This design comes from an exercise in tuning for small area on the open sky130 flow, not from production work.
The RTL was checked by simulation tests, not by an equivalence proof against the original design.
No activity file was given, so power comes from the tool's default toggle rates.

==> inputs of yarrow <==
## bounded_priority_queue_fifo_tiebreak
module bounded_priority_queue_fifo_tiebreak #(
   parameter int QUEUE_DEPTH    = 16,
   parameter int VALUE_WIDTH    = 32,
   parameter int PRIORITY_WIDTH = 8
) (
   input  logic                                     clock,
   input  logic                                     reset,
   input  logic                                     req_valid,
   output logic                                     req_ready,
   input  logic                                     req_opcode,
   input  logic signed [bpq_pkg::FIELD_VALUE_W-1:0] req_in_value,
   input  logic        [bpq_pkg::FIELD_PRIO_W-1:0]  req_in_priority,
   output logic                                     rsp_valid,
   input  logic                                     rsp_ready,
   output logic        [bpq_pkg::STATUS_W-1:0]      rsp_status,
   output logic signed [bpq_pkg::FIELD_VALUE_W-1:0] rsp_out_value,
   output logic        [bpq_pkg::FIELD_PRIO_W-1:0]  rsp_out_priority,
   output logic        [bpq_pkg::FILL_W-1:0]        rsp_fill_count
);
==> module bounded_priority_queue_fifo_tiebreak, before the edit <==
module bounded_priority_queue_fifo_tiebreak #(
   parameter int QUEUE_DEPTH    = 16,
   parameter int VALUE_WIDTH    = 32,
   parameter int PRIORITY_WIDTH = 8
) (
   input  logic                                     clock,
   input  logic                                     reset,
   input  logic                                     req_valid,
   output logic                                     req_ready,
   input  logic                                     req_opcode,
   input  logic signed [bpq_pkg::FIELD_VALUE_W-1:0] req_in_value,
   input  logic        [bpq_pkg::FIELD_PRIO_W-1:0]  req_in_priority,
   output logic                                     rsp_valid,
   input  logic                                     rsp_ready,
   output logic        [bpq_pkg::STATUS_W-1:0]      rsp_status,
   output logic signed [bpq_pkg::FIELD_VALUE_W-1:0] rsp_out_value,
   output logic        [bpq_pkg::FIELD_PRIO_W-1:0]  rsp_out_priority,
   output logic        [bpq_pkg::FILL_W-1:0]        rsp_fill_count
);
   localparam int VW = 32;
   localparam int PW = 8;
   localparam int EW = VW + PW;
   logic [EW-1:0] stg [15];
   logic [EW-1:0] head;
   logic [EW-1:0] feed;
   logic [3:0] p;          
   logic       out;        
   logic       sc;         
   logic [4:0] count;      
   logic       vld;        
   wire [PW-1:0] s0_pri = stg[0][EW-1:VW];
   wire          pop    = req_opcode;
   wire          empty  = (count == 5'd0);
   wire          p0     = (p == 4'd0);
   wire          go     = req_valid && !vld;
   logic gt;
   always_comb begin
      gt = 1'b0;
      for (int i = 0; i < PW; i++)
         gt = (req_in_priority[i] && !s0_pri[i]) || (gt && (req_in_priority[i] || !s0_pri[i]));
   end
   wire place  = (p0 && !sc && (empty || gt)) ||
                 (sc && !p0 && ((p == count[3:0]) || gt)) ||
                 (sc && p0);
   wire ins    = go && !pop && !count[4] && place;
   wire freeze = go && !pop && !count[4] && !place && !out && p0;
   wire take   = go && pop && !empty && (out ? p0 : (p == 4'd1));
   wire swap   = take && out;
   wire hold   = (out && !ins && !swap) || freeze || (take && !out);
   assign req_ready = !vld && (pop ? (empty || (out ? p0 : (p == 4'd1)))
                                   : (count[4] || place));
   wire fire = req_valid && req_ready;
   wire keep = !ins && !hold;
   assign feed = ({EW{ins}} & {req_in_priority, req_in_value}) |
                 ({EW{hold}} & stg[0]) | ({EW{keep}} & head);
   always_ff @(posedge clock) begin
      for (int i = 0; i < 14; i++) stg[i] <= stg[i+1];
      stg[14] <= feed;
      if (!hold) head <= stg[0];
   end
   always_ff @(posedge clock) begin
      if (reset) begin
         p     <= 4'd0;
         out   <= 1'b0;
         sc    <= 1'b0;
         count <= 5'd0;
         vld   <= 1'b0;
      end else begin
         if (take)
            p <= p;
         else if (ins && !(sc && p0))
            p <= p + 4'd2;
         else if (out && !ins && (p == 4'd14))
            p <= 4'd0;
         else
            p <= p + 4'd1;
         if (ins || (fire && pop && empty)) out <= 1'b0;
         else if (freeze || take) out <= 1'b1;
         if (ins || (vld && rsp_ready)) sc <= 1'b0;
         else if ((go && !pop && !count[4] && p0 && !sc) || (fire && !pop && count[4])) sc <= 1'b1;
         if (ins) count <= count + 5'd1;
         else if (take) count <= count - 5'd1;
         if (fire) vld <= 1'b1;
         else if (rsp_ready) vld <= 1'b0;
      end
   end
   assign rsp_valid        = vld;
   assign rsp_status       = {empty && !out, sc};
   assign rsp_out_value    = head[VW-1:0] & {VW{out}};
   assign rsp_out_priority = head[EW-1:VW] & {PW{out}};
   assign rsp_fill_count   = count;
endmodule
clock: 5.0 ns
lec_check: 0
cap_margin: 20
core_margin: 2
core_utilization: 40
cts_buf_list: sky130_fd_sc_hd__clkbuf_8
cts_cluster_diameter: 100
cts_cluster_size: 20
slew_margin: 20
standard.sh (not shown) runs the stock make flow with config.mk's settings and CLKGATE_MAP_FILE= SYNTH_SCRIPT=/design/flow/synth_recipe.tcl, a recipe that flattens the netlist after the stock synthesis.
==> flow/flow/run.sh <==
#!/bin/bash
# The standard layout, with the smallest buffer (buf_1) on every input and
# output port instead of the one buffer_ports picks by default.
set -euo pipefail
export BUFFER_PORTS_ARGS="-buffer_cell sky130_fd_sc_hd__buf_1"
bash standard.sh > standard.log 2>&1
==> harbor: changes against yarrow <==
==> flow/design.v (replaced) <==
package bpq_pkg;
   localparam int FIELD_VALUE_W = 32;
   localparam int FIELD_PRIO_W  = 8;
   localparam int STATUS_W      = 2;
   localparam int FILL_W        = 5;
   localparam logic OP_PUSH = 1'b0;
   localparam logic OP_POP  = 1'b1;
   localparam logic [STATUS_W-1:0] STATUS_OK    = 2'd0;
   localparam logic [STATUS_W-1:0] STATUS_FULL  = 2'd1;
   localparam logic [STATUS_W-1:0] STATUS_EMPTY = 2'd2;
endpackage
module bounded_priority_queue_fifo_tiebreak #(
   parameter int QUEUE_DEPTH    = 16,
   parameter int VALUE_WIDTH    = 32,
   parameter int PRIORITY_WIDTH = 8
) (
   input  logic                                     clock,
   input  logic                                     reset,
   input  logic                                     req_valid,
   output logic                                     req_ready,
   input  logic                                     req_opcode,
   input  logic signed [bpq_pkg::FIELD_VALUE_W-1:0] req_in_value,
   input  logic        [bpq_pkg::FIELD_PRIO_W-1:0]  req_in_priority,
   output logic                                     rsp_valid,
   input  logic                                     rsp_ready,
   output logic        [bpq_pkg::STATUS_W-1:0]      rsp_status,
   output logic signed [bpq_pkg::FIELD_VALUE_W-1:0] rsp_out_value,
   output logic        [bpq_pkg::FIELD_PRIO_W-1:0]  rsp_out_priority,
   output logic        [bpq_pkg::FILL_W-1:0]        rsp_fill_count
);
   localparam int VW = 32;
   localparam int PW = 8;
   localparam int EW = VW + PW;
   logic [EW-1:0] stg [15];
   logic [EW-1:0] head;
   logic [EW-1:0] feed;
   logic [3:0] q;          
   logic [4:0] count;      
   logic       scan;       
   logic       del;        
   logic       frz;        
   logic       vld;        
   logic       wr;         
   logic [1:0] status;
   logic [PW-1:0] best;    
   wire [PW-1:0] s0_pri = stg[0][EW-1:VW];
   wire idle    = !(scan || del || vld || frz);
   assign req_ready = req_opcode ? (idle && (q == 4'd15)) : (wr || (idle && count[4]));
   wire fire    = req_valid && req_ready;
   wire push_ok = fire && !req_opcode && !count[4];
   wire pop_go  = fire && req_opcode && (count != 5'd0);
   wire in_use  = ({1'b0, q} < count);
   wire [PW:0] diff = {1'b0, s0_pri} + {1'b0, ~best} + {{PW{1'b0}}, del};
   wire better  = diff[PW];
   wire mark    = del && !frz && in_use && better;
   wire lap_end = (q == 4'd15);
   wire wrap14  = frz && !del && (q == 4'd14);
   logic [3:0] q_n;
   logic [4:0] count_n;
   logic       scan_n, del_n, frz_n, vld_n;
   always_comb begin
      q_n     = wrap14 ? 4'd0 : q + 4'd1;
      count_n = count;
      if (push_ok) count_n = count + 5'd1;
      if (del && lap_end) count_n = count - 5'd1;
      scan_n  = pop_go || (scan && !lap_end);
      del_n   = (scan && lap_end) || (del && !lap_end);
      frz_n   = mark || (frz && !(wrap14 && (!vld || rsp_ready)));
      vld_n   = (fire && !pop_go) || (del && lap_end) || (vld && !rsp_ready);
      if (reset) begin
         q_n     = 4'd0;
         count_n = 5'd0;
         scan_n  = 1'b0;
         del_n   = 1'b0;
         frz_n   = 1'b0;
         vld_n   = 1'b0;
      end
   end
   wire idle_n = !(scan_n || del_n || vld_n || frz_n);
   wire sel_h = !wr && !frz;
   wire sel_s = frz;
   assign feed = ({EW{wr}} & {req_in_priority, req_in_value}) |
                 ({EW{sel_s}} & stg[0]) | ({EW{sel_h}} & head);
   always_ff @(posedge clock) begin
      for (int i = 0; i < 14; i++) stg[i] <= stg[i+1];
      stg[14] <= feed;
      if (!frz) head <= stg[0];
   end
   always_ff @(posedge clock) begin
      if (fire) status <= {req_opcode && (count == 5'd0), !req_opcode && count[4]};
   end
   always_ff @(posedge clock) begin
      q     <= q_n;
      count <= count_n;
      scan  <= scan_n;
      del   <= del_n;
      frz   <= frz_n;
      vld   <= vld_n;
      wr    <= idle_n && ((q_n - 4'd1) == count_n[3:0]) && !count_n[4];
      if (reset || (vld && rsp_ready)) best <= '0;
      else if (scan && in_use && better) best <= s0_pri;
   end
   assign rsp_valid        = vld;
   assign rsp_status       = status;
   assign rsp_out_value    = head[VW-1:0] & {VW{frz}};
   assign rsp_out_priority = best;
   assign rsp_fill_count   = count;
endmodule
==> flow/run.sh (new file) <==
#!/bin/bash
# synth_recipe.tcl (not shown) runs the flow's synth.tcl, then flattens the netlist and writes it again
# the make line also repeats each setting of config.mk as NAME=value (left out here)
make -C /OpenROAD-flow-scripts/flow DESIGN_CONFIG=/design/flow/config.mk WORK_HOME=/design/flow/orfs CLKGATE_MAP_FILE= SYNTH_SCRIPT=/design/flow/synth_recipe.tcl finish
--- a/flow/config.mk
+++ b/flow/config.mk
@@ -9,6 +9,5 @@
 export CORE_MARGIN = 2
 export CORE_UTILIZATION = 40
-export CTS_BUF_LIST = sky130_fd_sc_hd__clkbuf_8
 export CTS_CLUSTER_DIAMETER = 100
-export CTS_CLUSTER_SIZE = 20
+export CTS_CLUSTER_SIZE = 30
 export SLEW_MARGIN = 20
removed: flow/flow/run.sh
removed: flow/standard.sh
==> notes <==
First-iteration DRC count: harbor is smaller than yarrow (about 6%). In yarrow the area after synthesis is smaller than in harbor, by 2.2%. Against yarrow, the sequential power of harbor is smaller by 26%. In harbor the die area is higher than in yarrow, by about 2.3%. Of yarrow and harbor, yarrow has the higher setup slack (gap 0.065 ns). Between harbor and yarrow, the lower design area is in yarrow (gap 6.9%, measured against yarrow). Final cell count: harbor is larger than yarrow (4.0%). Of yarrow and harbor, yarrow has the higher power (gap about 30%, measured against harbor).
==> figures <==
Library cell used as clock root buffer: harbor sky130_fd_sc_hd__clkbuf_16; yarrow sky130_fd_sc_hd__clkbuf_8
Critical path fanouts, max: harbor 46; yarrow 6
Part of the Yosys area used for sequential elements: harbor 87.6%; yarrow 87.9%
Start point of the critical path: harbor frz; yarrow p[0]
Vertical die dimension: harbor 202 um; yarrow 200 um
XOR/XNOR share of the synthesized area: harbor 0.392%; yarrow 0.515%
Clock Sink Count: harbor 664; yarrow 652
Power in sequential cells: harbor 0.00587 W; yarrow 0.00790 W
Total track usage: harbor 10.4%; yarrow 11.5%
Worst setup path endpoint: harbor rsp_out_value[30]; yarrow req_ready
Routed via count: harbor 6699; yarrow 6651
Number of fillers in the final layout: harbor 3332; yarrow 3390
Number of library cell types mapped by synthesis: harbor 52; yarrow 49
Non-clk invs: harbor 20; yarrow 9
Status: harbor finished clean; yarrow finished clean
Sequential fraction of design power: harbor 68.4%; yarrow 70.2%
Synthesized net count: harbor 1044; yarrow 970

[re-timing with driven ports]
In the flow no input, the clock included, has a driving cell. The finished layouts below were timed again as built, in two steps.
Step 1, drivers: a clkbuf_16 drives clock and a buf_2 each remaining input, both assumed.
Step 2 adds t to the input delays and takes it off the output delays; t is the mean of the earliest and latest rising clock arrival at the registers after step 1. Input paths then give back, and output paths get back, about the clock's delay inside the block.
Three values: ideal ports, drivers, drivers and shift; two values: the first two.
run | shift t [ns] | setup WS [ns] | hold WS [ns]
yarrow | 0.631 | 1.305 / 1.259 / 1.010 | 0.315 / 0.315 / 0.315
harbor | 0.609 | 1.240 / 1.190 / 1.460 | 0.310 / 0.310 / 0.310
After both steps every run listed still meets setup and hold. The setup slack of yarrow, which loses most, moves by -0.046 ns with the drivers and by -0.295 ns with both steps.
